Source: an optimization exercise on an open RTL-to-GDS flow (aim: small area and a short achievable clock period). Production flows keep margins and buffers that such runs may drop.
Function was not checked in any run shown here: the RTL went through the layout flow alone.

==> flow/design.v, too long to show whole: its modules and the start of the top module <==
// module fpu_add_path: 122 lines
// module fpu_fa: 4 lines
// module fpu_mult_path: 1611 lines
// module fpu_top: 247 lines
module fpu_top
(
   input  logic        Clk_CI,
   input  logic        Rst_RBI,
   input  logic        enable,
   input  logic [31:0] operand_a,
   input  logic [31:0] operand_b,
   input  logic [1:0]  op,
   output logic [31:0] result,
   output logic        valid,
   output logic        of,
   output logic        uf,
   output logic        zero,
   output logic        ix,
   output logic        iv,
   output logic        inf
);
  // ...
==> flow/flow/run.sh <==
#!/bin/bash
# The standard layout (standard.sh) with two changes in how it is made:
#  - ports are buffered with buf_2 rather than the default port buffer;
#  - timing repair aims past the clock period: repair_timing's setup margin is
#    raised so that the resizer also works on paths that already meet it.
# The constraints (constraint.sdc, the clock period) are not changed.
set -o pipefail
export BUFFER_PORTS_ARGS="-buffer_cell sky130_fd_sc_hd__buf_2"
export SETUP_SLACK_MARGIN=11
bash standard.sh > standard.log 2>&1
==> flow/standard.sh <==
#!/bin/bash
# synth_recipe.tcl (not shown) runs the flow's synth.tcl, then flattens the netlist and writes it again
# the make line also repeats each setting of config.mk as NAME=value (left out here)
make -C /OpenROAD-flow-scripts/flow DESIGN_CONFIG=/design/flow/config.mk WORK_HOME=/design/flow/orfs CLKGATE_MAP_FILE= SYNTH_SCRIPT=/design/flow/synth_recipe.tcl "${@:-finish}"
==> flow/config.mk <==
export PLATFORM = sky130hd
export DESIGN_NAME = fpu_top
export DESIGN_NICKNAME = fpu_top
export VERILOG_FILES = /design/flow/design.v
export SDC_FILE = /design/flow/constraint.sdc
export NUM_CORES = 4
export LEC_CHECK = 0
export CAP_MARGIN = 20
export CORE_MARGIN = 2
export CORE_UTILIZATION = 50
export SLEW_MARGIN = 20
export SYNTH_HIERARCHICAL = 1
==> flow/constraint.sdc <==
create_clock -name core_clock -period 18.0 [get_ports {Clk_CI}]
set_input_delay 3.6000 -clock core_clock [delete_from_list [all_inputs] [get_ports {Clk_CI}]]
set_output_delay 3.6000 -clock core_clock [all_outputs]
set_load 0.01 [all_outputs]
==> flow_summary.json, run 1 <==
{
  "regArea_um2": 2430,
  "synth_compound_area_share_pct": 14.7,
  "multi_input_area_share_pct": 78.8,
  "cts_buffer_depth": 2,
  "met3_usage_pct": 8.29,
  "setup_violations": 0,
  "antenna_found_initial": 7,
  "rows": 91,
  "buf_share_pct": 6.27,
  "avgRoutedWirePerCell_um": 26.5,
  "crit_required_ns": 18.34,
  "grt_busiest_layer": "met2",
  "grt_pass1_wl_mm": 175,
  "final_nets": 4446,
  "cts.reportedPaths.clkPinSlew_ns": 0.06,
  "clkCellAreaFrac_pct": 1.68,
  "die_h_um": 253,
  "wl_met3_mm": 12.9,
  "core_area_um2": 61600,
  "synth-seq-cells": 119,
  "numPlacedInstances": 4417,
  "drv_cap": 0,
  "crit_buf_inv": 4,
  "crit_fanout": 28,
  "use_met1_pct": 49.5,
  "drive_above_1_share_pct": 14.8,
  "arrival_ns": 7.27,
  "r2r-end": "t2[16]",
  "regMostFlops": "t2",
  "placed_cell_area_um2": 32300,
  "die_area_um2": 64200,
  "status": "complete, no violations",
  "clock-skew-final_ns": 0.00985
}
==> module fpu_add_path, before the edit <==
module fpu_add_path
(
   input  logic [22:0] mant_big,     
   input  logic [23:0] mant_small,   
   input  logic [4:0]  shamt,        
   input  logic        sub,          
   input  logic        near,         
   output logic        swapped,      
   input  logic [7:0]  exp_big,      
   output logic [25:0] t,            
   output logic        stk,          
   output logic [7:0]  e0,           
   output logic        g255,         
   output logic        g254,         
   output logic        g253,         
   output logic        l0,           
   output logic        lm1,          
   output logic        lm2           
);
   logic [26:0] small_al;
   logic [23:0] lost_mask;
   logic        lost;
   logic [26:0] addend;
   logic [27:0] sum;
   logic        fshift;
   logic [25:0] t_far;
   logic        stk_far;
   assign small_al = {mant_small, 3'b000} >> shamt;
   always_comb
      for (int i = 0; i < 24; i++)
         lost_mask[i] = (5'(i) + 5'd3) < shamt;
   assign lost = |(mant_small & lost_mask);
   assign addend = {small_al[26:1], small_al[0] | lost};
   assign sum = {1'b0, 1'b1, mant_big, 3'b000} + ({1'b0, addend} ^ {28{sub}}) + {27'd0, sub};
   assign fshift  = ~sum[27] & ~sum[26];
   assign t_far   = fshift ? {1'b0, sum[25:1]} : sum[27:2];
   assign stk_far = fshift ? sum[0] : (sum[1] | sum[0]);
   logic [24:0] diff;
   logic [4:0]  lz;
   logic [24:0] norm;
   logic [7:0]  e_near;
   logic [24:0] nb, ns;
   logic [25:0] dab, dba;
   assign nb  = {1'b1, mant_big, 1'b0};
   assign ns  = shamt[0] ? {1'b0, mant_small} : {mant_small, 1'b0};
   assign dab = {1'b0, nb} - {1'b0, ns};
   assign dba = {1'b0, ns} - {1'b0, nb};
   assign swapped = near & dab[25];
   assign diff = dab[25] ? dba[24:0] : dab[24:0];
   logic [31:0] lzin;
   logic [15:0] v1;
   logic [15:0] c1;
   logic [7:0]  v2;
   logic [1:0]  c2 [8];
   logic [3:0]  v3;
   logic [2:0]  c3 [4];
   logic [1:0]  v4;
   logic [3:0]  c4 [2];
   assign lzin = {diff, 7'b0000000};
   always_comb
   begin
      for (int i = 0; i < 16; i++)
      begin
         v1[i] = lzin[2*i+1] | lzin[2*i];
         c1[i] = ~lzin[2*i+1];
      end
      for (int i = 0; i < 8; i++)
      begin
         v2[i] = v1[2*i+1] | v1[2*i];
         c2[i] = v1[2*i+1] ? {1'b0, c1[2*i+1]} : {1'b1, c1[2*i]};
      end
      for (int i = 0; i < 4; i++)
      begin
         v3[i] = v2[2*i+1] | v2[2*i];
         c3[i] = v2[2*i+1] ? {1'b0, c2[2*i+1]} : {1'b1, c2[2*i]};
      end
      for (int i = 0; i < 2; i++)
      begin
         v4[i] = v3[2*i+1] | v3[2*i];
         c4[i] = v3[2*i+1] ? {1'b0, c3[2*i+1]} : {1'b1, c3[2*i]};
      end
      lz = v4[1] ? {1'b0, c4[1]} : {1'b1, c4[0]};
   end
   assign norm   = diff << lz;
   assign e_near = exp_big - {3'd0, lz};
   always_comb
   begin
      g255 = 1'b0;
      g254 = 1'b0;
      g253 = 1'b0;
      l0   = 1'b0;
      lm1  = 1'b0;
      lm2  = 1'b0;
      if (near)
      begin
         t    = {1'b0, norm};
         stk  = 1'b0;
         e0   = e_near;
         g254 = (exp_big == 8'd254) && (lz == 5'd0);
         g253 = ((exp_big == 8'd253) && (lz == 5'd0)) || ((exp_big == 8'd254) && (lz <= 5'd1));
         l0   = {3'd0, lz} >= exp_big;
         lm1  = {3'd0, lz} > exp_big;
         lm2  = {3'd0, lz} > exp_big + 8'd1;
      end
      else if (fshift)
      begin
         t    = t_far;
         stk  = stk_far;
         e0   = exp_big - 8'd1;
         g253 = exp_big == 8'd254;
         l0   = exp_big == 8'd1;
      end
      else
      begin
         t    = t_far;
         stk  = stk_far;
         e0   = exp_big;
         g254 = exp_big == 8'd254;
         g253 = exp_big >= 8'd253;
      end
   end
endmodule
==> inputs of run 2 (changes only) <==
--- a/flow/design.v
+++ b/flow/design.v
@@ -36,7 +36,6 @@
    input  logic [4:0]  shamt,        
    input  logic        sub,          
    input  logic        near,         
-   output logic        swapped,      
    input  logic [7:0]  exp_big,      
    output logic [25:0] t,            
    output logic        stk,          
@@ -70,14 +69,7 @@
    logic [4:0]  lz;
    logic [24:0] norm;
    logic [7:0]  e_near;
-   logic [24:0] nb, ns;
-   logic [25:0] dab, dba;
-   assign nb  = {1'b1, mant_big, 1'b0};
-   assign ns  = shamt[0] ? {1'b0, mant_small} : {mant_small, 1'b0};
-   assign dab = {1'b0, nb} - {1'b0, ns};
-   assign dba = {1'b0, ns} - {1'b0, nb};
-   assign swapped = near & dab[25];
-   assign diff = dab[25] ? dba[24:0] : dab[24:0];
+   assign diff = {1'b1, mant_big, 1'b0} - (shamt[0] ? {1'b0, mant_small} : {mant_small, 1'b0});
    logic [31:0] lzin;
    logic [15:0] v1;
    logic [15:0] c1;
@@ -155,13 +147,7 @@
    assign s  = a ^ b ^ c;
    assign co = (a & b) | (a & c) | (b & c);
 endmodule
-module fpu_mult_path
-(
-   input  logic [22:0] a,
-   input  logic [22:0] b,
-   output logic [47:0] p,         
-   output logic        ones_mid   
-);
+module fpu_mult_path (input logic [22:0] a, input logic [22:0] b, output logic [47:0] p);
    logic pp1, pp2, pp3, pp4, pp5, pp6, pp7, pp8, pp9, pp10, pp11, pp12, pp13, pp14, pp15, pp16;
    logic pp17, pp18, pp19, pp20, pp21, pp22, pp23, pp24, pp25, pp26, pp27, pp28, pp29, pp30, pp31, pp32;
    logic pp33, pp34, pp35, pp36, pp37, pp38, pp39, pp40, pp41, pp42, pp43, pp44, pp45, pp46, pp47, pp48;
@@ -1376,395 +1362,635 @@
    assign g0c = g0[0] | p0[0];
    logic n0_g, n0_p;
    assign n0_g = g0[1] | (p0[1] & g0c);
-   assign n0_p = p0[1] & p0[0];
-   logic n3_g, n3_p;
-   assign n3_g = g0[3] | (p0[3] & g0[2]);
-   assign n3_p = p0[3] & p0[2];
-   logic n6_g, n6_p;
-   assign n6_g = g0[5] | (p0[5] & g0[4]);
-   assign n6_p = p0[5] & p0[4];
-   logic n9_g, n9_p;
-   assign n9_g = g0[7] | (p0[7] & g0[6]);
-   assign n9_p = p0[7] & p0[6];
-   logic n12_g, n12_p;
-   assign n12_g = g0[9] | (p0[9] & g0[8]);
-   assign n12_p = p0[9] & p0[8];
-   logic n15_g, n15_p;
-   assign n15_g = g0[11] | (p0[11] & g0[10]);
-   assign n15_p = p0[11] & p0[10];
-   logic n18_g, n18_p;
-   assign n18_g = g0[13] | (p0[13] & g0[12]);
-   assign n18_p = p0[13] & p0[12];
-   logic n21_g, n21_p;
-   assign n21_g = g0[15] | (p0[15] & g0[14]);
-   assign n21_p = p0[15] & p0[14];
-   logic n24_g, n24_p;
-   assign n24_g = g0[17] | (p0[17] & g0[16]);
-   assign n24_p = p0[17] & p0[16];
-   logic n27_g, n27_p;
-   assign n27_g = g0[19] | (p0[19] & g0[18]);
-   assign n27_p = p0[19] & p0[18];
-   logic n30_g, n30_p;
-   assign n30_g = g0[21] | (p0[21] & g0[20]);
-   assign n30_p = p0[21] & p0[20];
-   logic n33_g, n33_p;
-   assign n33_g = g0[23] | (p0[23] & g0[22]);
-   assign n33_p = p0[23] & p0[22];
-   logic n36_g, n36_p;
-   assign n36_g = g0[25] | (p0[25] & g0[24]);
-   assign n36_p = p0[25] & p0[24];
-   logic n39_g, n39_p;
-   assign n39_g = g0[27] | (p0[27] & g0[26]);
-   assign n39_p = p0[27] & p0[26];
-   logic n42_g, n42_p;
-   assign n42_g = g0[29] | (p0[29] & g0[28]);
-   assign n42_p = p0[29] & p0[28];
-   logic n45_g, n45_p;
-   assign n45_g = g0[31] | (p0[31] & g0[30]);
-   assign n45_p = p0[31] & p0[30];
-   logic n48_g, n48_p;
-   assign n48_g = g0[33] | (p0[33] & g0[32]);
-   assign n48_p = p0[33] & p0[32];
-   logic n51_g, n51_p;
-   assign n51_g = g0[35] | (p0[35] & g0[34]);
-   assign n51_p = p0[35] & p0[34];
-   logic n54_g, n54_p;
-   assign n54_g = g0[37] | (p0[37] & g0[36]);
-   assign n54_p = p0[37] & p0[36];
-   logic n57_g, n57_p;
-   assign n57_g = g0[39] | (p0[39] & g0[38]);
-   assign n57_p = p0[39] & p0[38];
-   logic n60_g, n60_p;
-   assign n60_g = g0[41] | (p0[41] & g0[40]);
-   assign n60_p = p0[41] & p0[40];
-   logic n63_g, n63_p;
-   assign n63_g = g0[43] | (p0[43] & g0[42]);
-   assign n63_p = p0[43] & p0[42];
-   logic n66_g, n66_p;
-   assign n66_g = g0[45] | (p0[45] & g0[44]);
-   assign n66_p = p0[45] & p0[44];
-   logic n69_g, n69_p;
-   assign n69_g = g0[47] | (p0[47] & g0[46]);
-   assign n69_p = p0[47] & p0[46];
-   logic n72_g, n72_p;
-   assign n72_g = g0[2] | (p0[2] & n0_g);
-   assign n72_p = p0[2] & n0_p;
-   logic n75_g, n75_p;
-   assign n75_g = n3_g | (n3_p & n0_g);
-   assign n75_p = n3_p & n0_p;
-   logic n78_g, n78_p;
-   assign n78_g = g0[6] | (p0[6] & n6_g);
-   assign n78_p = p0[6] & n6_p;
-   logic n81_g, n81_p;
-   assign n81_g = n9_g | (n9_p & n6_g);
-   assign n81_p = n9_p & n6_p;
-   logic n84_g, n84_p;
-   assign n84_g = g0[10] | (p0[10] & n12_g);
-   assign n84_p = p0[10] & n12_p;
-   logic n87_g, n87_p;
-   assign n87_g = n15_g | (n15_p & n12_g);
-   assign n87_p = n15_p & n12_p;
-   logic n90_g, n90_p;
-   assign n90_g = g0[14] | (p0[14] & n18_g);
-   assign n90_p = p0[14] & n18_p;
-   logic n93_g, n93_p;
-   assign n93_g = n21_g | (n21_p & n18_g);
-   assign n93_p = n21_p & n18_p;
-   logic n96_g, n96_p;
-   assign n96_g = g0[18] | (p0[18] & n24_g);
-   assign n96_p = p0[18] & n24_p;
-   logic n99_g, n99_p;
-   assign n99_g = n27_g | (n27_p & n24_g);
-   assign n99_p = n27_p & n24_p;
-   logic n102_g, n102_p;
-   assign n102_g = g0[22] | (p0[22] & n30_g);
-   assign n102_p = p0[22] & n30_p;
-   logic n105_g, n105_p;
-   assign n105_g = n33_g | (n33_p & n30_g);
-   assign n105_p = n33_p & n30_p;
-   logic n108_g, n108_p;
-   assign n108_g = g0[26] | (p0[26] & n36_g);
-   assign n108_p = p0[26] & n36_p;
-   logic n111_g, n111_p;
-   assign n111_g = n39_g | (n39_p & n36_g);
-   assign n111_p = n39_p & n36_p;
-   logic n114_g, n114_p;
-   assign n114_g = g0[30] | (p0[30] & n42_g);
-   assign n114_p = p0[30] & n42_p;
-   logic n117_g, n117_p;
-   assign n117_g = n45_g | (n45_p & n42_g);
-   assign n117_p = n45_p & n42_p;
-   logic n120_g, n120_p;
-   assign n120_g = g0[34] | (p0[34] & n48_g);
-   assign n120_p = p0[34] & n48_p;
-   logic n123_g, n123_p;
-   assign n123_g = n51_g | (n51_p & n48_g);
-   assign n123_p = n51_p & n48_p;
-   logic n126_g, n126_p;
-   assign n126_g = g0[38] | (p0[38] & n54_g);
-   assign n126_p = p0[38] & n54_p;
-   logic n129_g, n129_p;
-   assign n129_g = n57_g | (n57_p & n54_g);
-   assign n129_p = n57_p & n54_p;
-   logic n132_g, n132_p;
-   assign n132_g = g0[42] | (p0[42] & n60_g);
-   assign n132_p = p0[42] & n60_p;
-   logic n135_g, n135_p;
-   assign n135_g = n63_g | (n63_p & n60_g);
-   assign n135_p = n63_p & n60_p;
-   logic n138_g, n138_p;
-   assign n138_g = g0[46] | (p0[46] & n66_g);
-   assign n138_p = p0[46] & n66_p;
-   logic n141_g, n141_p;
-   assign n141_g = n69_g | (n69_p & n66_g);
-   assign n141_p = n69_p & n66_p;
+   logic n2_g, n2_p;
+   assign n2_g = g0[2] | (p0[2] & g0[1]);
+   assign n2_p = p0[2] & p0[1];
+   logic n5_g, n5_p;
+   assign n5_g = g0[3] | (p0[3] & g0[2]);
+   assign n5_p = p0[3] & p0[2];
+   logic n8_g, n8_p;
+   assign n8_g = g0[4] | (p0[4] & g0[3]);
+   assign n8_p = p0[4] & p0[3];
+   logic n11_g, n11_p;
+   assign n11_g = g0[5] | (p0[5] & g0[4]);
+   assign n11_p = p0[5] & p0[4];
+   logic n14_g, n14_p;
+   assign n14_g = g0[6] | (p0[6] & g0[5]);
+   assign n14_p = p0[6] & p0[5];
+   logic n17_g, n17_p;
+   assign n17_g = g0[7] | (p0[7] & g0[6]);
+   assign n17_p = p0[7] & p0[6];
+   logic n20_g, n20_p;
+   assign n20_g = g0[8] | (p0[8] & g0[7]);
+   assign n20_p = p0[8] & p0[7];
+   logic n23_g, n23_p;
+   assign n23_g = g0[9] | (p0[9] & g0[8]);
+   assign n23_p = p0[9] & p0[8];
+   logic n26_g, n26_p;
+   assign n26_g = g0[10] | (p0[10] & g0[9]);
+   assign n26_p = p0[10] & p0[9];
+   logic n29_g, n29_p;
+   assign n29_g = g0[11] | (p0[11] & g0[10]);
+   assign n29_p = p0[11] & p0[10];
+   logic n32_g, n32_p;
+   assign n32_g = g0[12] | (p0[12] & g0[11]);
+   assign n32_p = p0[12] & p0[11];
+   logic n35_g, n35_p;
+   assign n35_g = g0[13] | (p0[13] & g0[12]);
+   assign n35_p = p0[13] & p0[12];
+   logic n38_g, n38_p;
+   assign n38_g = g0[14] | (p0[14] & g0[13]);
+   assign n38_p = p0[14] & p0[13];
+   logic n41_g, n41_p;
+   assign n41_g = g0[15] | (p0[15] & g0[14]);
+   assign n41_p = p0[15] & p0[14];
+   logic n44_g, n44_p;
+   assign n44_g = g0[16] | (p0[16] & g0[15]);
+   assign n44_p = p0[16] & p0[15];
+   logic n47_g, n47_p;
+   assign n47_g = g0[17] | (p0[17] & g0[16]);
+   assign n47_p = p0[17] & p0[16];
+   logic n50_g, n50_p;
+   assign n50_g = g0[18] | (p0[18] & g0[17]);
+   assign n50_p = p0[18] & p0[17];
+   logic n53_g, n53_p;
+   assign n53_g = g0[19] | (p0[19] & g0[18]);
+   assign n53_p = p0[19] & p0[18];
+   logic n56_g, n56_p;
+   assign n56_g = g0[20] | (p0[20] & g0[19]);
+   assign n56_p = p0[20] & p0[19];
+   logic n59_g, n59_p;
+   assign n59_g = g0[21] | (p0[21] & g0[20]);
+   assign n59_p = p0[21] & p0[20];
+   logic n62_g, n62_p;
+   assign n62_g = g0[22] | (p0[22] & g0[21]);
+   assign n62_p = p0[22] & p0[21];
+   logic n65_g, n65_p;
+   assign n65_g = g0[23] | (p0[23] & g0[22]);
+   assign n65_p = p0[23] & p0[22];
+   logic n68_g, n68_p;
+   assign n68_g = g0[24] | (p0[24] & g0[23]);
+   assign n68_p = p0[24] & p0[23];
+   logic n71_g, n71_p;
+   assign n71_g = g0[25] | (p0[25] & g0[24]);
+   assign n71_p = p0[25] & p0[24];
+   logic n74_g, n74_p;
+   assign n74_g = g0[26] | (p0[26] & g0[25]);
+   assign n74_p = p0[26] & p0[25];
+   logic n77_g, n77_p;
+   assign n77_g = g0[27] | (p0[27] & g0[26]);
+   assign n77_p = p0[27] & p0[26];
+   logic n80_g, n80_p;
+   assign n80_g = g0[28] | (p0[28] & g0[27]);
+   assign n80_p = p0[28] & p0[27];
+   logic n83_g, n83_p;
+   assign n83_g = g0[29] | (p0[29] & g0[28]);
+   assign n83_p = p0[29] & p0[28];
+   logic n86_g, n86_p;
+   assign n86_g = g0[30] | (p0[30] & g0[29]);
+   assign n86_p = p0[30] & p0[29];
+   logic n89_g, n89_p;
+   assign n89_g = g0[31] | (p0[31] & g0[30]);
+   assign n89_p = p0[31] & p0[30];
+   logic n92_g, n92_p;
+   assign n92_g = g0[32] | (p0[32] & g0[31]);
+   assign n92_p = p0[32] & p0[31];
+   logic n95_g, n95_p;
+   assign n95_g = g0[33] | (p0[33] & g0[32]);
+   assign n95_p = p0[33] & p0[32];
+   logic n98_g, n98_p;
+   assign n98_g = g0[34] | (p0[34] & g0[33]);
+   assign n98_p = p0[34] & p0[33];
+   logic n101_g, n101_p;
+   assign n101_g = g0[35] | (p0[35] & g0[34]);
+   assign n101_p = p0[35] & p0[34];
+   logic n104_g, n104_p;
+   assign n104_g = g0[36] | (p0[36] & g0[35]);
+   assign n104_p = p0[36] & p0[35];
+   logic n107_g, n107_p;
+   assign n107_g = g0[37] | (p0[37] & g0[36]);
+   assign n107_p = p0[37] & p0[36];
+   logic n110_g, n110_p;
+   assign n110_g = g0[38] | (p0[38] & g0[37]);
+   assign n110_p = p0[38] & p0[37];
+   logic n113_g, n113_p;
+   assign n113_g = g0[39] | (p0[39] & g0[38]);
+   assign n113_p = p0[39] & p0[38];
+   logic n116_g, n116_p;
+   assign n116_g = g0[40] | (p0[40] & g0[39]);
+   assign n116_p = p0[40] & p0[39];
+   logic n119_g, n119_p;
+   assign n119_g = g0[41] | (p0[41] & g0[40]);
+   assign n119_p = p0[41] & p0[40];
+   logic n122_g, n122_p;
+   assign n122_g = g0[42] | (p0[42] & g0[41]);
+   assign n122_p = p0[42] & p0[41];
+   logic n125_g, n125_p;
+   assign n125_g = g0[43] | (p0[43] & g0[42]);
+   assign n125_p = p0[43] & p0[42];
+   logic n128_g, n128_p;
+   assign n128_g = g0[44] | (p0[44] & g0[43]);
+   assign n128_p = p0[44] & p0[43];
+   logic n131_g, n131_p;
+   assign n131_g = g0[45] | (p0[45] & g0[44]);
+   assign n131_p = p0[45] & p0[44];
+   logic n134_g, n134_p;
+   assign n134_g = g0[46] | (p0[46] & g0[45]);
+   assign n134_p = p0[46] & p0[45];
+   logic n137_g, n137_p;
+   assign n137_g = g0[47] | (p0[47] & g0[46]);
+   assign n137_p = p0[47] & p0[46];
+   logic n140_g, n140_p;
+   assign n140_g = n2_g | (n2_p & g0c);
+   logic n142_g, n142_p;
+   assign n142_g = n5_g | (n5_p & n0_g);
    logic n144_g, n144_p;
-   assign n144_g = g0[4] | (p0[4] & n75_g);
-   assign n144_p = p0[4] & n75_p;
+   assign n144_g = n8_g | (n8_p & n2_g);
+   assign n144_p = n8_p & n2_p;
    logic n147_g, n147_p;
-   assign n147_g = n6_g | (n6_p & n75_g);
-   assign n147_p = n6_p & n75_p;
+   assign n147_g = n11_g | (n11_p & n5_g);
+   assign n147_p = n11_p & n5_p;
    logic n150_g, n150_p;
-   assign n150_g = n78_g | (n78_p & n75_g);
-   assign n150_p = n78_p & n75_p;
+   assign n150_g = n14_g | (n14_p & n8_g);
+   assign n150_p = n14_p & n8_p;
    logic n153_g, n153_p;
-   assign n153_g = n81_g | (n81_p & n75_g);
-   assign n153_p = n81_p & n75_p;
+   assign n153_g = n17_g | (n17_p & n11_g);
+   assign n153_p = n17_p & n11_p;
    logic n156_g, n156_p;
-   assign n156_g = g0[12] | (p0[12] & n87_g);
-   assign n156_p = p0[12] & n87_p;
+   assign n156_g = n20_g | (n20_p & n14_g);
+   assign n156_p = n20_p & n14_p;
    logic n159_g, n159_p;
-   assign n159_g = n18_g | (n18_p & n87_g);
-   assign n159_p = n18_p & n87_p;
+   assign n159_g = n23_g | (n23_p & n17_g);
+   assign n159_p = n23_p & n17_p;
    logic n162_g, n162_p;
-   assign n162_g = n90_g | (n90_p & n87_g);
-   assign n162_p = n90_p & n87_p;
+   assign n162_g = n26_g | (n26_p & n20_g);
+   assign n162_p = n26_p & n20_p;
    logic n165_g, n165_p;
-   assign n165_g = n93_g | (n93_p & n87_g);
-   assign n165_p = n93_p & n87_p;
+   assign n165_g = n29_g | (n29_p & n23_g);
+   assign n165_p = n29_p & n23_p;
    logic n168_g, n168_p;
-   assign n168_g = g0[20] | (p0[20] & n99_g);
-   assign n168_p = p0[20] & n99_p;
+   assign n168_g = n32_g | (n32_p & n26_g);
+   assign n168_p = n32_p & n26_p;
    logic n171_g, n171_p;
-   assign n171_g = n30_g | (n30_p & n99_g);
-   assign n171_p = n30_p & n99_p;
+   assign n171_g = n35_g | (n35_p & n29_g);
+   assign n171_p = n35_p & n29_p;
    logic n174_g, n174_p;
-   assign n174_g = n102_g | (n102_p & n99_g);
-   assign n174_p = n102_p & n99_p;
+   assign n174_g = n38_g | (n38_p & n32_g);
+   assign n174_p = n38_p & n32_p;
    logic n177_g, n177_p;
-   assign n177_g = n105_g | (n105_p & n99_g);
-   assign n177_p = n105_p & n99_p;
+   assign n177_g = n41_g | (n41_p & n35_g);
+   assign n177_p = n41_p & n35_p;
    logic n180_g, n180_p;
-   assign n180_g = g0[28] | (p0[28] & n111_g);
-   assign n180_p = p0[28] & n111_p;
+   assign n180_g = n44_g | (n44_p & n38_g);
+   assign n180_p = n44_p & n38_p;
    logic n183_g, n183_p;
-   assign n183_g = n42_g | (n42_p & n111_g);
-   assign n183_p = n42_p & n111_p;
+   assign n183_g = n47_g | (n47_p & n41_g);
+   assign n183_p = n47_p & n41_p;
    logic n186_g, n186_p;
-   assign n186_g = n114_g | (n114_p & n111_g);
-   assign n186_p = n114_p & n111_p;
+   assign n186_g = n50_g | (n50_p & n44_g);
+   assign n186_p = n50_p & n44_p;
    logic n189_g, n189_p;
-   assign n189_g = n117_g | (n117_p & n111_g);
-   assign n189_p = n117_p & n111_p;
+   assign n189_g = n53_g | (n53_p & n47_g);
+   assign n189_p = n53_p & n47_p;
    logic n192_g, n192_p;
-   assign n192_g = g0[36] | (p0[36] & n123_g);
-   assign n192_p = p0[36] & n123_p;
+   assign n192_g = n56_g | (n56_p & n50_g);
+   assign n192_p = n56_p & n50_p;
    logic n195_g, n195_p;
-   assign n195_g = n54_g | (n54_p & n123_g);
-   assign n195_p = n54_p & n123_p;
+   assign n195_g = n59_g | (n59_p & n53_g);
+   assign n195_p = n59_p & n53_p;
    logic n198_g, n198_p;
-   assign n198_g = n126_g | (n126_p & n123_g);
-   assign n198_p = n126_p & n123_p;
+   assign n198_g = n62_g | (n62_p & n56_g);
+   assign n198_p = n62_p & n56_p;
    logic n201_g, n201_p;
-   assign n201_g = n129_g | (n129_p & n123_g);
-   assign n201_p = n129_p & n123_p;
+   assign n201_g = n65_g | (n65_p & n59_g);
+   assign n201_p = n65_p & n59_p;
    logic n204_g, n204_p;
-   assign n204_g = g0[44] | (p0[44] & n135_g);
-   assign n204_p = p0[44] & n135_p;
+   assign n204_g = n68_g | (n68_p & n62_g);
+   assign n204_p = n68_p & n62_p;
    logic n207_g, n207_p;
-   assign n207_g = n66_g | (n66_p & n135_g);
-   assign n207_p = n66_p & n135_p;
+   assign n207_g = n71_g | (n71_p & n65_g);
+   assign n207_p = n71_p & n65_p;
    logic n210_g, n210_p;
-   assign n210_g = n138_g | (n138_p & n135_g);
-   assign n210_p = n138_p & n135_p;
+   assign n210_g = n74_g | (n74_p & n68_g);
+   assign n210_p = n74_p & n68_p;
    logic n213_g, n213_p;
-   assign n213_g = n141_g | (n141_p & n135_g);
-   assign n213_p = n141_p & n135_p;
+   assign n213_g = n77_g | (n77_p & n71_g);
+   assign n213_p = n77_p & n71_p;
    logic n216_g, n216_p;
-   assign n216_g = g0[8] | (p0[8] & n153_g);
-   assign n216_p = p0[8] & n153_p;
+   assign n216_g = n80_g | (n80_p & n74_g);
+   assign n216_p = n80_p & n74_p;
    logic n219_g, n219_p;
-   assign n219_g = n12_g | (n12_p & n153_g);
-   assign n219_p = n12_p & n153_p;
+   assign n219_g = n83_g | (n83_p & n77_g);
+   assign n219_p = n83_p & n77_p;
    logic n222_g, n222_p;
-   assign n222_g = n84_g | (n84_p & n153_g);
-   assign n222_p = n84_p & n153_p;
+   assign n222_g = n86_g | (n86_p & n80_g);
+   assign n222_p = n86_p & n80_p;
    logic n225_g, n225_p;
-   assign n225_g = n87_g | (n87_p & n153_g);
-   assign n225_p = n87_p & n153_p;
+   assign n225_g = n89_g | (n89_p & n83_g);
+   assign n225_p = n89_p & n83_p;
    logic n228_g, n228_p;
-   assign n228_g = n156_g | (n156_p & n153_g);
-   assign n228_p = n156_p & n153_p;
+   assign n228_g = n92_g | (n92_p & n86_g);
+   assign n228_p = n92_p & n86_p;
    logic n231_g, n231_p;
-   assign n231_g = n159_g | (n159_p & n153_g);
-   assign n231_p = n159_p & n153_p;
+   assign n231_g = n95_g | (n95_p & n89_g);
+   assign n231_p = n95_p & n89_p;
    logic n234_g, n234_p;
-   assign n234_g = n162_g | (n162_p & n153_g);
-   assign n234_p = n162_p & n153_p;
+   assign n234_g = n98_g | (n98_p & n92_g);
+   assign n234_p = n98_p & n92_p;
    logic n237_g, n237_p;
-   assign n237_g = n165_g | (n165_p & n153_g);
-   assign n237_p = n165_p & n153_p;
+   assign n237_g = n101_g | (n101_p & n95_g);
+   assign n237_p = n101_p & n95_p;
    logic n240_g, n240_p;
-   assign n240_g = g0[24] | (p0[24] & n177_g);
-   assign n240_p = p0[24] & n177_p;
+   assign n240_g = n104_g | (n104_p & n98_g);
+   assign n240_p = n104_p & n98_p;
    logic n243_g, n243_p;
-   assign n243_g = n36_g | (n36_p & n177_g);
-   assign n243_p = n36_p & n177_p;
+   assign n243_g = n107_g | (n107_p & n101_g);
+   assign n243_p = n107_p & n101_p;
    logic n246_g, n246_p;
-   assign n246_g = n108_g | (n108_p & n177_g);
-   assign n246_p = n108_p & n177_p;
+   assign n246_g = n110_g | (n110_p & n104_g);
+   assign n246_p = n110_p & n104_p;
    logic n249_g, n249_p;
-   assign n249_g = n111_g | (n111_p & n177_g);
-   assign n249_p = n111_p & n177_p;
+   assign n249_g = n113_g | (n113_p & n107_g);
+   assign n249_p = n113_p & n107_p;
    logic n252_g, n252_p;
-   assign n252_g = n180_g | (n180_p & n177_g);
-   assign n252_p = n180_p & n177_p;
+   assign n252_g = n116_g | (n116_p & n110_g);
+   assign n252_p = n116_p & n110_p;
    logic n255_g, n255_p;
-   assign n255_g = n183_g | (n183_p & n177_g);
-   assign n255_p = n183_p & n177_p;
+   assign n255_g = n119_g | (n119_p & n113_g);
+   assign n255_p = n119_p & n113_p;
    logic n258_g, n258_p;
-   assign n258_g = n186_g | (n186_p & n177_g);
-   assign n258_p = n186_p & n177_p;
+   assign n258_g = n122_g | (n122_p & n116_g);
+   assign n258_p = n122_p & n116_p;
    logic n261_g, n261_p;
-   assign n261_g = n189_g | (n189_p & n177_g);
-   assign n261_p = n189_p & n177_p;
+   assign n261_g = n125_g | (n125_p & n119_g);
+   assign n261_p = n125_p & n119_p;
    logic n264_g, n264_p;
-   assign n264_g = g0[40] | (p0[40] & n201_g);
-   assign n264_p = p0[40] & n201_p;
+   assign n264_g = n128_g | (n128_p & n122_g);
+   assign n264_p = n128_p & n122_p;
    logic n267_g, n267_p;
-   assign n267_g = n60_g | (n60_p & n201_g);
-   assign n267_p = n60_p & n201_p;
+   assign n267_g = n131_g | (n131_p & n125_g);
+   assign n267_p = n131_p & n125_p;
    logic n270_g, n270_p;
-   assign n270_g = n132_g | (n132_p & n201_g);
-   assign n270_p = n132_p & n201_p;
+   assign n270_g = n134_g | (n134_p & n128_g);
+   assign n270_p = n134_p & n128_p;
    logic n273_g, n273_p;
-   assign n273_g = n135_g | (n135_p & n201_g);
-   assign n273_p = n135_p & n201_p;
+   assign n273_g = n137_g | (n137_p & n131_g);
+   assign n273_p = n137_p & n131_p;
    logic n276_g, n276_p;
-   assign n276_g = n204_g | (n204_p & n201_g);
-   assign n276_p = n204_p & n201_p;
-   logic n279_g, n279_p;
-   assign n279_g = n207_g | (n207_p & n201_g);
-   assign n279_p = n207_p & n201_p;
+   assign n276_g = n144_g | (n144_p & g0c);
+   logic n278_g, n278_p;
+   assign n278_g = n147_g | (n147_p & n0_g);
+   logic n280_g, n280_p;
+   assign n280_g = n150_g | (n150_p & n140_g);
    logic n282_g, n282_p;
-   assign n282_g = n210_g | (n210_p & n201_g);
-   assign n282_p = n210_p & n201_p;
-   logic n285_g, n285_p;
-   assign n285_g = n213_g | (n213_p & n201_g);
-   assign n285_p = n213_p & n201_p;
-   logic n288_g, n288_p;
-   assign n288_g = g0[16] | (p0[16] & n237_g);
-   assign n288_p = p0[16] & n237_p;
-   logic n291_g, n291_p;
-   assign n291_g = n24_g | (n24_p & n237_g);
-   assign n291_p = n24_p & n237_p;
-   logic n294_g, n294_p;
-   assign n294_g = n96_g | (n96_p & n237_g);
-   assign n294_p = n96_p & n237_p;
-   logic n297_g, n297_p;
-   assign n297_g = n99_g | (n99_p & n237_g);
-   assign n297_p = n99_p & n237_p;
-   logic n300_g, n300_p;
-   assign n300_g = n168_g | (n168_p & n237_g);
-   assign n300_p = n168_p & n237_p;
-   logic n303_g, n303_p;
-   assign n303_g = n171_g | (n171_p & n237_g);
-   assign n303_p = n171_p & n237_p;
-   logic n306_g, n306_p;
-   assign n306_g = n174_g | (n174_p & n237_g);
-   assign n306_p = n174_p & n237_p;
-   logic n309_g, n309_p;
-   assign n309_g = n177_g | (n177_p & n237_g);
-   assign n309_p = n177_p & n237_p;
-   logic n312_g, n312_p;
-   assign n312_g = n240_g | (n240_p & n237_g);
-   assign n312_p = n240_p & n237_p;
-   logic n315_g, n315_p;
-   assign n315_g = n243_g | (n243_p & n237_g);
-   assign n315_p = n243_p & n237_p;
-   logic n318_g, n318_p;
-   assign n318_g = n246_g | (n246_p & n237_g);
-   assign n318_p = n246_p & n237_p;
-   logic n321_g, n321_p;
-   assign n321_g = n249_g | (n249_p & n237_g);
-   assign n321_p = n249_p & n237_p;
-   logic n324_g, n324_p;
-   assign n324_g = n252_g | (n252_p & n237_g);
-   assign n324_p = n252_p & n237_p;
-   logic n327_g, n327_p;
-   assign n327_g = n255_g | (n255_p & n237_g);
-   assign n327_p = n255_p & n237_p;
-   logic n330_g, n330_p;
-   assign n330_g = n258_g | (n258_p & n237_g);
-   assign n330_p = n258_p & n237_p;
-   logic n333_g, n333_p;
-   assign n333_g = n261_g | (n261_p & n237_g);
-   assign n333_p = n261_p & n237_p;
-   logic n336_g, n336_p;
-   assign n336_g = g0[32] | (p0[32] & n333_g);
-   assign n336_p = p0[32] & n333_p;
-   logic n339_g, n339_p;
-   assign n339_g = n48_g | (n48_p & n333_g);
-   assign n339_p = n48_p & n333_p;
-   logic n342_g, n342_p;
-   assign n342_g = n120_g | (n120_p & n333_g);
-   assign n342_p = n120_p & n333_p;
-   logic n345_g, n345_p;
-   assign n345_g = n123_g | (n123_p & n333_g);
-   assign n345_p = n123_p & n333_p;
-   logic n348_g, n348_p;
-   assign n348_g = n192_g | (n192_p & n333_g);
-   assign n348_p = n192_p & n333_p;
-   logic n351_g, n351_p;
-   assign n351_g = n195_g | (n195_p & n333_g);
-   assign n351_p = n195_p & n333_p;
-   logic n354_g, n354_p;
-   assign n354_g = n198_g | (n198_p & n333_g);
-   assign n354_p = n198_p & n333_p;
-   logic n357_g, n357_p;
-   assign n357_g = n201_g | (n201_p & n333_g);
-   assign n357_p = n201_p & n333_p;
-   logic n360_g, n360_p;
-   assign n360_g = n264_g | (n264_p & n333_g);
-   assign n360_p = n264_p & n333_p;
-   logic n363_g, n363_p;
-   assign n363_g = n267_g | (n267_p & n333_g);
-   assign n363_p = n267_p & n333_p;
-   logic n366_g, n366_p;
-   assign n366_g = n270_g | (n270_p & n333_g);
-   assign n366_p = n270_p & n333_p;
-   logic n369_g, n369_p;
-   assign n369_g = n273_g | (n273_p & n333_g);
-   assign n369_p = n273_p & n333_p;
-   logic n372_g, n372_p;
-   assign n372_g = n276_g | (n276_p & n333_g);
-   assign n372_p = n276_p & n333_p;
-   logic n375_g, n375_p;
-   assign n375_g = n279_g | (n279_p & n333_g);
-   assign n375_p = n279_p & n333_p;
-   logic n378_g, n378_p;
-   assign n378_g = n282_g | (n282_p & n333_g);
-   assign n378_p = n282_p & n333_p;
-   logic n381_g, n381_p;
-   assign n381_g = n285_g | (n285_p & n333_g);
-   assign n381_p = n285_p & n333_p;
+   assign n282_g = n153_g | (n153_p & n142_g);
+   logic n284_g, n284_p;
+   assign n284_g = n156_g | (n156_p & n144_g);
+   assign n284_p = n156_p & n144_p;
+   logic n287_g, n287_p;
+   assign n287_g = n159_g | (n159_p & n147_g);
+   assign n287_p = n159_p & n147_p;
+   logic n290_g, n290_p;
+   assign n290_g = n162_g | (n162_p & n150_g);
+   assign n290_p = n162_p & n150_p;
+   logic n293_g, n293_p;
+   assign n293_g = n165_g | (n165_p & n153_g);
+   assign n293_p = n165_p & n153_p;
+   logic n296_g, n296_p;
+   assign n296_g = n168_g | (n168_p & n156_g);
+   assign n296_p = n168_p & n156_p;
+   logic n299_g, n299_p;
+   assign n299_g = n171_g | (n171_p & n159_g);
+   assign n299_p = n171_p & n159_p;
+   logic n302_g, n302_p;
+   assign n302_g = n174_g | (n174_p & n162_g);
+   assign n302_p = n174_p & n162_p;
+   logic n305_g, n305_p;
+   assign n305_g = n177_g | (n177_p & n165_g);
+   assign n305_p = n177_p & n165_p;
+   logic n308_g, n308_p;
+   assign n308_g = n180_g | (n180_p & n168_g);
+   assign n308_p = n180_p & n168_p;
+   logic n311_g, n311_p;
+   assign n311_g = n183_g | (n183_p & n171_g);
+   assign n311_p = n183_p & n171_p;
+   logic n314_g, n314_p;
+   assign n314_g = n186_g | (n186_p & n174_g);
+   assign n314_p = n186_p & n174_p;
+   logic n317_g, n317_p;
+   assign n317_g = n189_g | (n189_p & n177_g);
+   assign n317_p = n189_p & n177_p;
+   logic n320_g, n320_p;
+   assign n320_g = n192_g | (n192_p & n180_g);
+   assign n320_p = n192_p & n180_p;
+   logic n323_g, n323_p;
+   assign n323_g = n195_g | (n195_p & n183_g);
+   assign n323_p = n195_p & n183_p;
+   logic n326_g, n326_p;
+   assign n326_g = n198_g | (n198_p & n186_g);
+   assign n326_p = n198_p & n186_p;
+   logic n329_g, n329_p;
+   assign n329_g = n201_g | (n201_p & n189_g);
+   assign n329_p = n201_p & n189_p;
+   logic n332_g, n332_p;
+   assign n332_g = n204_g | (n204_p & n192_g);
+   assign n332_p = n204_p & n192_p;
+   logic n335_g, n335_p;
+   assign n335_g = n207_g | (n207_p & n195_g);
+   assign n335_p = n207_p & n195_p;
+   logic n338_g, n338_p;
+   assign n338_g = n210_g | (n210_p & n198_g);
+   assign n338_p = n210_p & n198_p;
+   logic n341_g, n341_p;
+   assign n341_g = n213_g | (n213_p & n201_g);
+   assign n341_p = n213_p & n201_p;
+   logic n344_g, n344_p;
+   assign n344_g = n216_g | (n216_p & n204_g);
+   assign n344_p = n216_p & n204_p;
+   logic n347_g, n347_p;
+   assign n347_g = n219_g | (n219_p & n207_g);
+   assign n347_p = n219_p & n207_p;
+   logic n350_g, n350_p;
+   assign n350_g = n222_g | (n222_p & n210_g);
+   assign n350_p = n222_p & n210_p;
+   logic n353_g, n353_p;
+   assign n353_g = n225_g | (n225_p & n213_g);
+   assign n353_p = n225_p & n213_p;
+   logic n356_g, n356_p;
+   assign n356_g = n228_g | (n228_p & n216_g);
+   assign n356_p = n228_p & n216_p;
+   logic n359_g, n359_p;
+   assign n359_g = n231_g | (n231_p & n219_g);
+   assign n359_p = n231_p & n219_p;
+   logic n362_g, n362_p;
+   assign n362_g = n234_g | (n234_p & n222_g);
+   assign n362_p = n234_p & n222_p;
+   logic n365_g, n365_p;
+   assign n365_g = n237_g | (n237_p & n225_g);
+   assign n365_p = n237_p & n225_p;
+   logic n368_g, n368_p;
+   assign n368_g = n240_g | (n240_p & n228_g);
+   assign n368_p = n240_p & n228_p;
+   logic n371_g, n371_p;
+   assign n371_g = n243_g | (n243_p & n231_g);
+   assign n371_p = n243_p & n231_p;
+   logic n374_g, n374_p;
+   assign n374_g = n246_g | (n246_p & n234_g);
+   assign n374_p = n246_p & n234_p;
+   logic n377_g, n377_p;
+   assign n377_g = n249_g | (n249_p & n237_g);
+   assign n377_p = n249_p & n237_p;
+   logic n380_g, n380_p;
+   assign n380_g = n252_g | (n252_p & n240_g);
+   assign n380_p = n252_p & n240_p;
+   logic n383_g, n383_p;
+   assign n383_g = n255_g | (n255_p & n243_g);
+   assign n383_p = n255_p & n243_p;
+   logic n386_g, n386_p;
+   assign n386_g = n258_g | (n258_p & n246_g);
+   assign n386_p = n258_p & n246_p;
+   logic n389_g, n389_p;
+   assign n389_g = n261_g | (n261_p & n249_g);
+   assign n389_p = n261_p & n249_p;
+   logic n392_g, n392_p;
+   assign n392_g = n264_g | (n264_p & n252_g);
+   assign n392_p = n264_p & n252_p;
+   logic n395_g, n395_p;
+   assign n395_g = n267_g | (n267_p & n255_g);
+   assign n395_p = n267_p & n255_p;
+   logic n398_g, n398_p;
+   assign n398_g = n270_g | (n270_p & n258_g);
+   assign n398_p = n270_p & n258_p;
+   logic n401_g, n401_p;
+   assign n401_g = n273_g | (n273_p & n261_g);
+   assign n401_p = n273_p & n261_p;
+   logic n404_g, n404_p;
+   assign n404_g = n284_g | (n284_p & g0c);
+   logic n406_g, n406_p;
+   assign n406_g = n287_g | (n287_p & n0_g);
+   logic n408_g, n408_p;
+   assign n408_g = n290_g | (n290_p & n140_g);
+   logic n410_g, n410_p;
+   assign n410_g = n293_g | (n293_p & n142_g);
+   logic n412_g, n412_p;
+   assign n412_g = n296_g | (n296_p & n276_g);
+   logic n414_g, n414_p;
+   assign n414_g = n299_g | (n299_p & n278_g);
+   logic n416_g, n416_p;
+   assign n416_g = n302_g | (n302_p & n280_g);
+   logic n418_g, n418_p;
+   assign n418_g = n305_g | (n305_p & n282_g);
+   logic n420_g, n420_p;
+   assign n420_g = n308_g | (n308_p & n284_g);
+   assign n420_p = n308_p & n284_p;
+   logic n423_g, n423_p;
+   assign n423_g = n311_g | (n311_p & n287_g);
+   assign n423_p = n311_p & n287_p;
+   logic n426_g, n426_p;
+   assign n426_g = n314_g | (n314_p & n290_g);
+   assign n426_p = n314_p & n290_p;
+   logic n429_g, n429_p;
+   assign n429_g = n317_g | (n317_p & n293_g);
+   assign n429_p = n317_p & n293_p;
+   logic n432_g, n432_p;
+   assign n432_g = n320_g | (n320_p & n296_g);
+   assign n432_p = n320_p & n296_p;
+   logic n435_g, n435_p;
+   assign n435_g = n323_g | (n323_p & n299_g);
+   assign n435_p = n323_p & n299_p;
+   logic n438_g, n438_p;
+   assign n438_g = n326_g | (n326_p & n302_g);
+   assign n438_p = n326_p & n302_p;
+   logic n441_g, n441_p;
+   assign n441_g = n329_g | (n329_p & n305_g);
+   assign n441_p = n329_p & n305_p;
+   logic n444_g, n444_p;
+   assign n444_g = n332_g | (n332_p & n308_g);
+   assign n444_p = n332_p & n308_p;
+   logic n447_g, n447_p;
+   assign n447_g = n335_g | (n335_p & n311_g);
+   assign n447_p = n335_p & n311_p;
+   logic n450_g, n450_p;
+   assign n450_g = n338_g | (n338_p & n314_g);
+   assign n450_p = n338_p & n314_p;
+   logic n453_g, n453_p;
+   assign n453_g = n341_g | (n341_p & n317_g);
+   assign n453_p = n341_p & n317_p;
+   logic n456_g, n456_p;
+   assign n456_g = n344_g | (n344_p & n320_g);
+   assign n456_p = n344_p & n320_p;
+   logic n459_g, n459_p;
+   assign n459_g = n347_g | (n347_p & n323_g);
+   assign n459_p = n347_p & n323_p;
+   logic n462_g, n462_p;
+   assign n462_g = n350_g | (n350_p & n326_g);
+   assign n462_p = n350_p & n326_p;
+   logic n465_g, n465_p;
+   assign n465_g = n353_g | (n353_p & n329_g);
+   assign n465_p = n353_p & n329_p;
+   logic n468_g, n468_p;
+   assign n468_g = n356_g | (n356_p & n332_g);
+   assign n468_p = n356_p & n332_p;
+   logic n471_g, n471_p;
+   assign n471_g = n359_g | (n359_p & n335_g);
+   assign n471_p = n359_p & n335_p;
+   logic n474_g, n474_p;
+   assign n474_g = n362_g | (n362_p & n338_g);
+   assign n474_p = n362_p & n338_p;
+   logic n477_g, n477_p;
+   assign n477_g = n365_g | (n365_p & n341_g);
+   assign n477_p = n365_p & n341_p;
+   logic n480_g, n480_p;
+   assign n480_g = n368_g | (n368_p & n344_g);
+   assign n480_p = n368_p & n344_p;
+   logic n483_g, n483_p;
+   assign n483_g = n371_g | (n371_p & n347_g);
+   assign n483_p = n371_p & n347_p;
+   logic n486_g, n486_p;
+   assign n486_g = n374_g | (n374_p & n350_g);
+   assign n486_p = n374_p & n350_p;
+   logic n489_g, n489_p;
+   assign n489_g = n377_g | (n377_p & n353_g);
+   assign n489_p = n377_p & n353_p;
+   logic n492_g, n492_p;
+   assign n492_g = n380_g | (n380_p & n356_g);
+   assign n492_p = n380_p & n356_p;
+   logic n495_g, n495_p;
+   assign n495_g = n383_g | (n383_p & n359_g);
+   assign n495_p = n383_p & n359_p;
+   logic n498_g, n498_p;
+   assign n498_g = n386_g | (n386_p & n362_g);
+   assign n498_p = n386_p & n362_p;
+   logic n501_g, n501_p;
+   assign n501_g = n389_g | (n389_p & n365_g);
+   assign n501_p = n389_p & n365_p;
+   logic n504_g, n504_p;
+   assign n504_g = n392_g | (n392_p & n368_g);
+   assign n504_p = n392_p & n368_p;
+   logic n507_g, n507_p;
+   assign n507_g = n395_g | (n395_p & n371_g);
+   assign n507_p = n395_p & n371_p;
+   logic n510_g, n510_p;
+   assign n510_g = n398_g | (n398_p & n374_g);
+   assign n510_p = n398_p & n374_p;
+   logic n513_g, n513_p;
+   assign n513_g = n401_g | (n401_p & n377_g);
+   assign n513_p = n401_p & n377_p;
+   logic n516_g, n516_p;
+   assign n516_g = n420_g | (n420_p & g0c);
+   logic n518_g, n518_p;
+   assign n518_g = n423_g | (n423_p & n0_g);
+   logic n520_g, n520_p;
+   assign n520_g = n426_g | (n426_p & n140_g);
+   logic n522_g, n522_p;
+   assign n522_g = n429_g | (n429_p & n142_g);
+   logic n524_g, n524_p;
+   assign n524_g = n432_g | (n432_p & n276_g);
+   logic n526_g, n526_p;
+   assign n526_g = n435_g | (n435_p & n278_g);
+   logic n528_g, n528_p;
+   assign n528_g = n438_g | (n438_p & n280_g);
+   logic n530_g, n530_p;
+   assign n530_g = n441_g | (n441_p & n282_g);
+   logic n532_g, n532_p;
+   assign n532_g = n444_g | (n444_p & n404_g);
+   logic n534_g, n534_p;
+   assign n534_g = n447_g | (n447_p & n406_g);
+   logic n536_g, n536_p;
+   assign n536_g = n450_g | (n450_p & n408_g);
+   logic n538_g, n538_p;
+   assign n538_g = n453_g | (n453_p & n410_g);
+   logic n540_g, n540_p;
+   assign n540_g = n456_g | (n456_p & n412_g);
+   logic n542_g, n542_p;
+   assign n542_g = n459_g | (n459_p & n414_g);
+   logic n544_g, n544_p;
+   assign n544_g = n462_g | (n462_p & n416_g);
+   logic n546_g, n546_p;
+   assign n546_g = n465_g | (n465_p & n418_g);
+   logic n548_g, n548_p;
+   assign n548_g = n468_g | (n468_p & n420_g);
+   assign n548_p = n468_p & n420_p;
+   logic n551_g, n551_p;
+   assign n551_g = n471_g | (n471_p & n423_g);
+   assign n551_p = n471_p & n423_p;
+   logic n554_g, n554_p;
+   assign n554_g = n474_g | (n474_p & n426_g);
+   assign n554_p = n474_p & n426_p;
+   logic n557_g, n557_p;
+   assign n557_g = n477_g | (n477_p & n429_g);
+   assign n557_p = n477_p & n429_p;
+   logic n560_g, n560_p;
+   assign n560_g = n480_g | (n480_p & n432_g);
+   assign n560_p = n480_p & n432_p;
+   logic n563_g, n563_p;
+   assign n563_g = n483_g | (n483_p & n435_g);
+   assign n563_p = n483_p & n435_p;
+   logic n566_g, n566_p;
+   assign n566_g = n486_g | (n486_p & n438_g);
+   assign n566_p = n486_p & n438_p;
+   logic n569_g, n569_p;
+   assign n569_g = n489_g | (n489_p & n441_g);
+   assign n569_p = n489_p & n441_p;
+   logic n572_g, n572_p;
+   assign n572_g = n492_g | (n492_p & n444_g);
+   assign n572_p = n492_p & n444_p;
+   logic n575_g, n575_p;
+   assign n575_g = n495_g | (n495_p & n447_g);
+   assign n575_p = n495_p & n447_p;
+   logic n578_g, n578_p;
+   assign n578_g = n498_g | (n498_p & n450_g);
+   assign n578_p = n498_p & n450_p;
+   logic n581_g, n581_p;
+   assign n581_g = n501_g | (n501_p & n453_g);
+   assign n581_p = n501_p & n453_p;
+   logic n584_g, n584_p;
+   assign n584_g = n504_g | (n504_p & n456_g);
+   assign n584_p = n504_p & n456_p;
+   logic n587_g, n587_p;
+   assign n587_g = n507_g | (n507_p & n459_g);
+   assign n587_p = n507_p & n459_p;
+   logic n590_g, n590_p;
+   assign n590_g = n510_g | (n510_p & n462_g);
+   assign n590_p = n510_p & n462_p;
+   logic n593_g, n593_p;
+   assign n593_g = n513_g | (n513_p & n465_g);
+   assign n593_p = n513_p & n465_p;
+   logic n596_g, n596_p;
+   assign n596_g = n548_g | (n548_p & g0c);
+   logic n598_g, n598_p;
+   assign n598_g = n551_g | (n551_p & n0_g);
+   logic n600_g, n600_p;
+   assign n600_g = n554_g | (n554_p & n140_g);
+   logic n602_g, n602_p;
+   assign n602_g = n557_g | (n557_p & n142_g);
+   logic n604_g, n604_p;
+   assign n604_g = n560_g | (n560_p & n276_g);
+   logic n606_g, n606_p;
+   assign n606_g = n563_g | (n563_p & n278_g);
+   logic n608_g, n608_p;
+   assign n608_g = n566_g | (n566_p & n280_g);
+   logic n610_g, n610_p;
+   assign n610_g = n569_g | (n569_p & n282_g);
+   logic n612_g, n612_p;
+   assign n612_g = n572_g | (n572_p & n404_g);
+   logic n614_g, n614_p;
+   assign n614_g = n575_g | (n575_p & n406_g);
+   logic n616_g, n616_p;
+   assign n616_g = n578_g | (n578_p & n408_g);
+   logic n618_g, n618_p;
+   assign n618_g = n581_g | (n581_p & n410_g);
+   logic n620_g, n620_p;
+   assign n620_g = n584_g | (n584_p & n412_g);
+   logic n622_g, n622_p;
+   assign n622_g = n587_g | (n587_p & n414_g);
+   logic n624_g, n624_p;
+   assign n624_g = n590_g | (n590_p & n416_g);
+   logic n626_g, n626_p;
+   assign n626_g = n593_g | (n593_p & n418_g);
    logic [47:0] cy;
-   assign cy = {n381_g, n378_g, n375_g, n372_g, n369_g, n366_g, n363_g, n360_g, n357_g, n354_g, n351_g, n348_g, n345_g, n342_g, n339_g, n336_g, n333_g, n330_g, n327_g, n324_g, n321_g, n318_g, n315_g, n312_g, n309_g, n306_g, n303_g, n300_g, n297_g, n294_g, n291_g, n288_g, n237_g, n234_g, n231_g, n228_g, n225_g, n222_g, n219_g, n216_g, n153_g, n150_g, n147_g, n144_g, n75_g, n72_g, n0_g, g0c};
+   assign cy = {n626_g, n624_g, n622_g, n620_g, n618_g, n616_g, n614_g, n612_g, n610_g, n608_g, n606_g, n604_g, n602_g, n600_g, n598_g, n596_g, n546_g, n544_g, n542_g, n540_g, n538_g, n536_g, n534_g, n532_g, n530_g, n528_g, n526_g, n524_g, n522_g, n520_g, n518_g, n516_g, n418_g, n416_g, n414_g, n412_g, n410_g, n408_g, n406_g, n404_g, n282_g, n280_g, n278_g, n276_g, n142_g, n140_g, n0_g, g0c};
    assign p = ~(p0 ^ {cy[46:0], 1'b1});
-   logic [47:0] tr, gr;
-   assign tr = xn ^ yn;
-   assign gr = ~(xn | yn);
-   assign ones_mid = p[24] & (&(tr[45:25] ^ gr[44:24]));
 endmodule
 module fpu_top
 (
@@ -1791,7 +2017,7 @@
    logic [7:0]  ea, eb;
    logic [22:0] fa, fb;
    logic        za, zb, maxa, maxb, nana, nanb, infa, infb;
-   logic        a_big, eq_mag, ssm_d;
+   logic        a_big, eq_mag;
    logic [8:0]  dab, dba;
    logic [7:0]  dexp;
    logic [4:0]  shamt_d;
@@ -1817,12 +2043,11 @@
    assign nanb = maxb & (|fb);
    assign infa = maxa & ~(|fa);
    assign infb = maxb & ~(|fb);
+   assign a_big  = {ea, fa} >= {eb, fb};
    assign eq_mag = {ea, fa} == {eb, fb};
    assign dab    = {1'b0, ea} - {1'b0, eb};
    assign dba    = {1'b0, eb} - {1'b0, ea};
-   assign a_big  = ~dab[8];
    assign dexp   = dab[8] ? dba[7:0] : dab[7:0];
-   assign ssm_d  = a_big ? sbe : sa;
    assign shamt_d = (|dexp[7:5]) ? 5'd31 : dexp[4:0];
    always_comb
    begin
@@ -1848,7 +2073,7 @@
    assign ms_d  = a_big ? (zb ? 23'd0 : fb) : (za ? 23'd0 : fa);
    assign hs_d  = a_big ? ~zb : ~za;
    logic        v1;
-   logic        mul1, sub1, near1, sign1, ssm1, hs1;
+   logic        mul1, sub1, near1, sign1, hs1;
    logic [1:0]  sp1;
    logic [9:0]  exp1;
    logic [4:0]  shamt1;
@@ -1866,7 +2091,6 @@
       sub1   <= sa ^ sbe;
       near1  <= (sa ^ sbe) & (dexp[7:1] == 7'd0);
       sign1  <= sign_d;
-      ssm1   <= ssm_d;
       sp1    <= sp_d;
       exp1   <= exp_d;
       shamt1 <= shamt_d;
@@ -1877,17 +2101,16 @@
    logic [47:0] prod;
    logic [25:0] add_t;
    logic        add_stk;
+   logic [9:0]  add_exp;
    logic [25:0] t_d;
-   logic        prod_ones;
+   logic        stk_d;
    fpu_mult_path mult_path0
    (
-      .a        (mb1),
-      .b        (ms1),
-      .p        (prod),
-      .ones_mid (prod_ones)
+      .a (mb1),
+      .b (ms1),
+      .p (prod)
    );
    logic [7:0]  add_e0;
-   logic        add_swapped;
    logic        add_g255, add_g254, add_g253, add_l0, add_lm1, add_lm2;
    fpu_add_path add_path0
    (
@@ -1896,7 +2119,6 @@
       .shamt      (shamt1),
       .sub        (sub1),
       .near       (near1),
-      .swapped    (add_swapped),
       .exp_big    (exp1[7:0]),
       .t          (add_t),
       .stk        (add_stk),
@@ -1908,21 +2130,21 @@
       .lm1        (add_lm1),
       .lm2        (add_lm2)
    );
-   assign t_d = mul1 ? prod[47:22] : add_t;
-   function automatic logic [5:0] round_info(input logic [25:0] t, input logic stk,
-                                             input logic ones_mid);
-      logic rnd_h, rnd_l;
-      rnd_h = t[1] & (stk | t[0] | t[2]);
-      rnd_l = t[0] & (stk | t[1]);
-      round_info = {rnd_h, rnd_l, stk | t[0] | t[1], stk | t[0],
-                    rnd_h & ones_mid & t[24], rnd_l & ones_mid & t[1]};
+   assign t_d   = mul1 ? prod[47:22] : add_t;
+   assign stk_d = mul1 ? (|prod[21:0]) : add_stk;
+   function automatic logic [3:0] round_info(input logic [25:0] t, input logic stk);
+      logic hi, rnd, inx, ones;
+      hi   = t[25];
+      rnd  = hi ? (t[1] & (stk | t[0] | t[2])) : (t[0] & (stk | t[1]));
+      inx  = stk | t[0] | (hi & t[1]);
+      ones = (&t[23:2]) & (hi ? t[24] : t[1]);
+      round_info = {hi, rnd, inx, rnd & ones};
    endfunction
-   logic [5:0]  ri_mul, ri_add, ri_d;
-   logic        hi;
-   assign ri_mul = round_info(prod[47:22], |prod[21:0], prod_ones);
-   assign ri_add = round_info(add_t, add_stk, &add_t[23:2]);
-   assign ri_d   = mul1 ? ri_mul : ri_add;
-   assign hi     = mul1 ? prod[47] : add_t[25];
+   logic [3:0]  ri_mul, ri_add;
+   logic        hi, rnd_d, inx_d, c_d;
+   assign ri_mul = round_info(prod[47:22], |prod[21:0]);
+   assign ri_add = round_info(add_t, add_stk);
+   assign {hi, rnd_d, inx_d, c_d} = mul1 ? ri_mul : ri_add;
    logic [7:0]  ex_d;
    logic        g255_d, g254_d, g253_d, l0_d, lm1_d, lm2_d;
    assign ex_d   = mul1 ? exp1[7:0] : add_e0;
@@ -1933,8 +2155,7 @@
    assign lm1_d  = mul1 ? ($signed(exp1) <= $signed(-10'sd1)) : add_lm1;
    assign lm2_d  = mul1 ? ($signed(exp1) <= $signed(-10'sd2)) : add_lm2;
    logic        v2;
-   logic        sign2, hi2;
-   logic [5:0]  ri2;
+   logic        sign2, hi2, rl2, rh2, c2, inx2;
    logic [2:0]  nrm2, ff2;
    logic [1:0]  sp2;
    logic [7:0]  ex2;
@@ -1948,25 +2169,23 @@
    end
    always_ff @(posedge Clk_CI)
    begin
-      sign2 <= (~mul1 & (sp1 == SP_NONE) & add_swapped) ? ssm1 : sign1;
+      sign2 <= sign1;
       sp2   <= sp1;
       ex2   <= ex_d;
       hi2   <= hi;
       t2    <= t_d[24:1];
-      ri2   <= ri_d;
+      rl2   <= rnd_d & ~hi;
+      rh2   <= rnd_d & hi;
+      c2    <= c_d;
+      inx2  <= inx_d;
       nrm2  <= {3{sp1 == SP_NONE}} & ~{g253_d, g254_d, g255_d} & ~{lm2_d, lm1_d, l0_d};
       ff2   <= {3{(sp1 == SP_NAN) | (sp1 == SP_INF)}} | ({3{sp1 == SP_NONE}} & {g253_d, g254_d, g255_d});
    end
-   logic        rh2, rl2, inx2, c2;
    logic        q;
    logic [23:0] cy;
    logic [23:0] inc;
    logic [22:0] mr;
    logic [7:0]  ef;
-   assign rh2  = hi2 & ri2[5];
-   assign rl2  = ~hi2 & ri2[4];
-   assign inx2 = hi2 ? ri2[3] : ri2[2];
-   assign c2   = hi2 ? ri2[1] : ri2[0];
    assign q = rh2 | (rl2 & t2[0]);
    logic [23:0] pa [6];
    always_comb
==> flow_summary.json, run 2 <==
{
  "synth_compound_area_share_pct": 16.0,
  "clock-skew-final_ns": 0.0180,
  "yosysMostFrequentCell": "nand2_1",
  "final-hold-violation-count": 0,
  "io_pins": 108,
  "fmax_ghz": 0.145,
  "path_class": "register to register",
  "synth_xor_area_share_pct": 4.49,
  "drive_above_1_share_pct": 13.6,
  "path_cells": "buf_8 -> inv_1 -> nor2_1 -> ha_1 -> inv_1 -> fa_1 -> fa_1 -> fa_1 -> fa_1 -> fa_1 -> ha_2 -> nand2_1 -> nor2_1 -> nand2_1 -> a2111o_1 -> and2_1 -> o21ai_2 -> a21oi_1 -> xor2_2 -> nand4_1 -> nor4_1 -> nand3_1 -> o41ai_1",
  "n_fill_cell": 5495,
  "regArea_um2": 2430,
  "hold_buffers": 0,
  "io_buffers": 107,
  "drtPass1Iterations": 7,
  "max_slew_margin_pct": 22.1,
  "cts_tree": "done",
  "grt_use_total_pct": 37.8,
  "grt_pass1_wl_mm": 178,
  "cts_root_buffer": "clkbuf_16",
  "routed_wl_mm": 126,
  "h-tree-depth": 4,
  "drt_drc_violations_left": 0,
  "start_util_pct": 50.6,
  "largest_registers": "t2 x24, mb1 x23, ms1 x23",
  "rsz0062_at_grt": "true",
  "ys_types": 117,
  "cts_buffers": 17,
  "synth_adder_area_share_pct": 40.1,
  "synth-seq-cells": 116,
  "startpoint": "mb1[1]",
  "layout_setup_ws_ns": 11.09,
  "ys_top_cells_by_count": "nand2_1, fa_1, nor2_1",
  "cts_sinks": 116,
  "regMostFlops": "t2",
  "mostFrequentLayoutCell": "nand2_1",
  "cpMostUsedCell": "fa_1",
  "async_flop_share_pct": 1.72,
  "fin_hold_ws_ns": 0.347,
  "dp_hpwl_mm": 90.7,
  "cts.reportedPaths.clkPinSlew_ns": 0.07,
  "synth_top_area_share_pct": 32.0,
  "grt-ovfl-total": 0,
  "preCtsSetupSlack_ns": 10.44,
  "utilization_pct": 56.5,
  "final_nets": 4453,
  "multi_input_area_um2": 26800,
  "tns_ns": 0,
  "period_share_pct": 38.4,
  "synth-seq-area-share_pct": 7.66,
  "status": "complete, no violations",
  "r2r_slack_ns": 11.09,
  "cp-endpoint": "c2",
  "die_w_um": 251,
  "cts_buffer_depth": 2,
  "avgRoutedWirePerCell_um": 27.9,
  "synth_mux_area_share_pct": 6.69,
  "layout_min_cycle_time_ns": 6.91,
  "synth_edf_count": 0,
  "crit_fanout": 18,
  "slowest_stage": "fa_1",
  "areaGrowthSynthToFinish_pct": 11.8,
  "synthTopCellsByArea": "fa_1, nand2_1, ha_1",
  "drt_iter0_markers": 3431,
  "cp-start-kind": "register",
  "setup_violations": 0,
  "core_area_um2": 60200,
  "post-synth-top-area-cell": "fa_1",
  "gp_congestion": 1.00,
  "yosys_warnings": 14,
  "slowest_delay_ns": 0.53,
  "grt_start_max_net_pins": 97,
  "tightest_slew_ns": 1.16,
  "grt_pass1_vias": 28499,
  "die_h_um": 251,
  "syn_avg_cell_area_um2": 8.36,
  "vias": 29321,
  "synth-simple-area-share_pct": 19.5,
  "antenna_found_initial": 2,
  "drv_slew": 0,
  "viasPerCell": 6.52,
  "hold_class": "register to register",
  "die_area_um2": 62900,
  "synth_top_family_by_area": "adder cells",
  "drv_cap": 0,
  "r2r_start": "mb1[1]",
  "synth_fp_nets": 4396,
  "r2r-end": "c2",
  "worstSetupEndpointType": "register",
  "ys.flop_type": "dfxtp_1",
  "postRouteAntennaNets": 0,
  "crit_required_ns": 18.37,
  "largest_reg_flops": 24,
  "rr_worst_depth": 23,
  "final_cell_mix": "nand2_1, fa_1, nor2_1, inv_1, ha_1",
  "synthCells": 3645,
  "arrival_ns": 7.29,
  "synth_area_um2": 30500,
  "rows": 90,
  "clk_latency_ns": 0.49
}
==> run 2: cell types whose count changed after synthesis, sizes merged, moves of 14 or more <==
cell	previous run	this run
a22o	24	4
o21a	36	22
clkbuf	158	180
ha	216	195
a21o	39	61
nor3	79	51
inv	271	204
xnor2	116	99
nand2	643	716
o21ai	129	187
xor2	69	53
nand3	41	85
==> run 2: what timing repair did <==
item                       in CTS  in global routing
setup endpoints to repair      16                 21
setup buffers                  11                 60
resized for setup              85                162
pin swaps                       3                  8
cloned                          2                 20
==> run 2: per-stage QoR <==
stage	area, µm²	instances
floorplan	30500	3645
global placement	31500	4371
detailed placement	31500	4371
CTS	32500	4416
global route	34100	4497
finish	34100	4498
==> run 2: routing by layer <==
layer | vias to the layer above | GRT usage (%) | share of wire [%]
li1 | 12571 | - | -
met1 | 14357 | 52.9 | 40
met4 | 2 | 13.3 | 5.2
met3 | 377 | 12.8 | 14
met5 | - | 0 | 0.010
met2 | 2014 | 54.5 | 40
==> run 2: worst min-delay path by stage <==
stage	start	to	slack, ns	cells past startpoint
3_5_place_dp	v1	v2	0.34	0
3_3_place_gp	v1	v2	0.34	0
6_report	v1	v2	0.35	0
4_1_cts	v1	v2	0.35	0
5_1_grt	v1	v2	0.35	0
2_1_floorplan	sign1	sign2	0.31	0
==> run 2: final cells by class <==
type / count / area share [%]
sequential: 116 / 7.13
inverter: 205 / 2.38
timing repair buffer: 258 / 7.41
antenna: 1 / 0.00735
tap: 782 / 2.87
clock inverter: 15 / 0.400
multi-input combinational: 3104 / 78.6
clock buffer: 17 / 1.25
==> run 2: cell families after synthesis <==
| logic type | after synthesis |
|---|---|
| multiplexers | 187 |
| buffers and inverters | 427 |
| AND/OR/NAND/NOR | 1340 |
| AO/OA/AOI/OAI | 738 |
| flip-flops | 116 |
| adder cells (fa/ha/maj) | 683 |
| XOR/XNOR | 153 |
| other | 1 |
==> run 2: per-module statistics from Yosys, one instance, submodules excluded <==
module,flip-flops and latches,cell area [µm²],cells inside,times used
fpu_fa,0,20.0,1,483
fpu_add_path,0,7690,1123,1
fpu_top,116,7430,908,1
fpu_mult_path,0,5670,1131,1
==> run 2: worst max-delay path, delay by kind of cell (launching register included) <==
kind / cells / cell delay, ns
and+or+nand+nor: 8 / 1.49
buffers and inverters: 3 / 0.51
DFF: 1 / 0.43
adders and majority gates: 7 / 3.17
AOI/OAI and AO/OA: 4 / 0.92
xor gates and xnor gates: 1 / 0.28

re-timing with driven ports:
The results above use ideal ports. As a check the final layouts listed here were re-extracted and re-timed, cells and wires unchanged. Step 1, drivers: a clkbuf_16 drives Clk_CI and a buf_2 each remaining input, both assumed. Step 2 times the ports against the registers' clock, not the clock port: input delays grow and output delays shrink by t, the midpoint of the rising clock arrivals with the driver on. Three values: no drivers, after step 1, after step 2; two values: the first two.
run	t, ns	slack for setup (ns)	hold slack, ns	worst register clock-pin slew, ns
run 1	0.511	11.071 / 11.071 / 11.071	0.355 / 0.355 / 0.355	0.06 / 0.06
run 2	0.542	11.087 / 11.087 / 10.987	0.347 / 0.347 / 0.347	0.08 / 0.08
After both steps setup and hold are still met in every run listed. For run 2, which loses most, drivers alone change the setup slack by 0.000 ns; drivers and shift together by -0.100 ns.
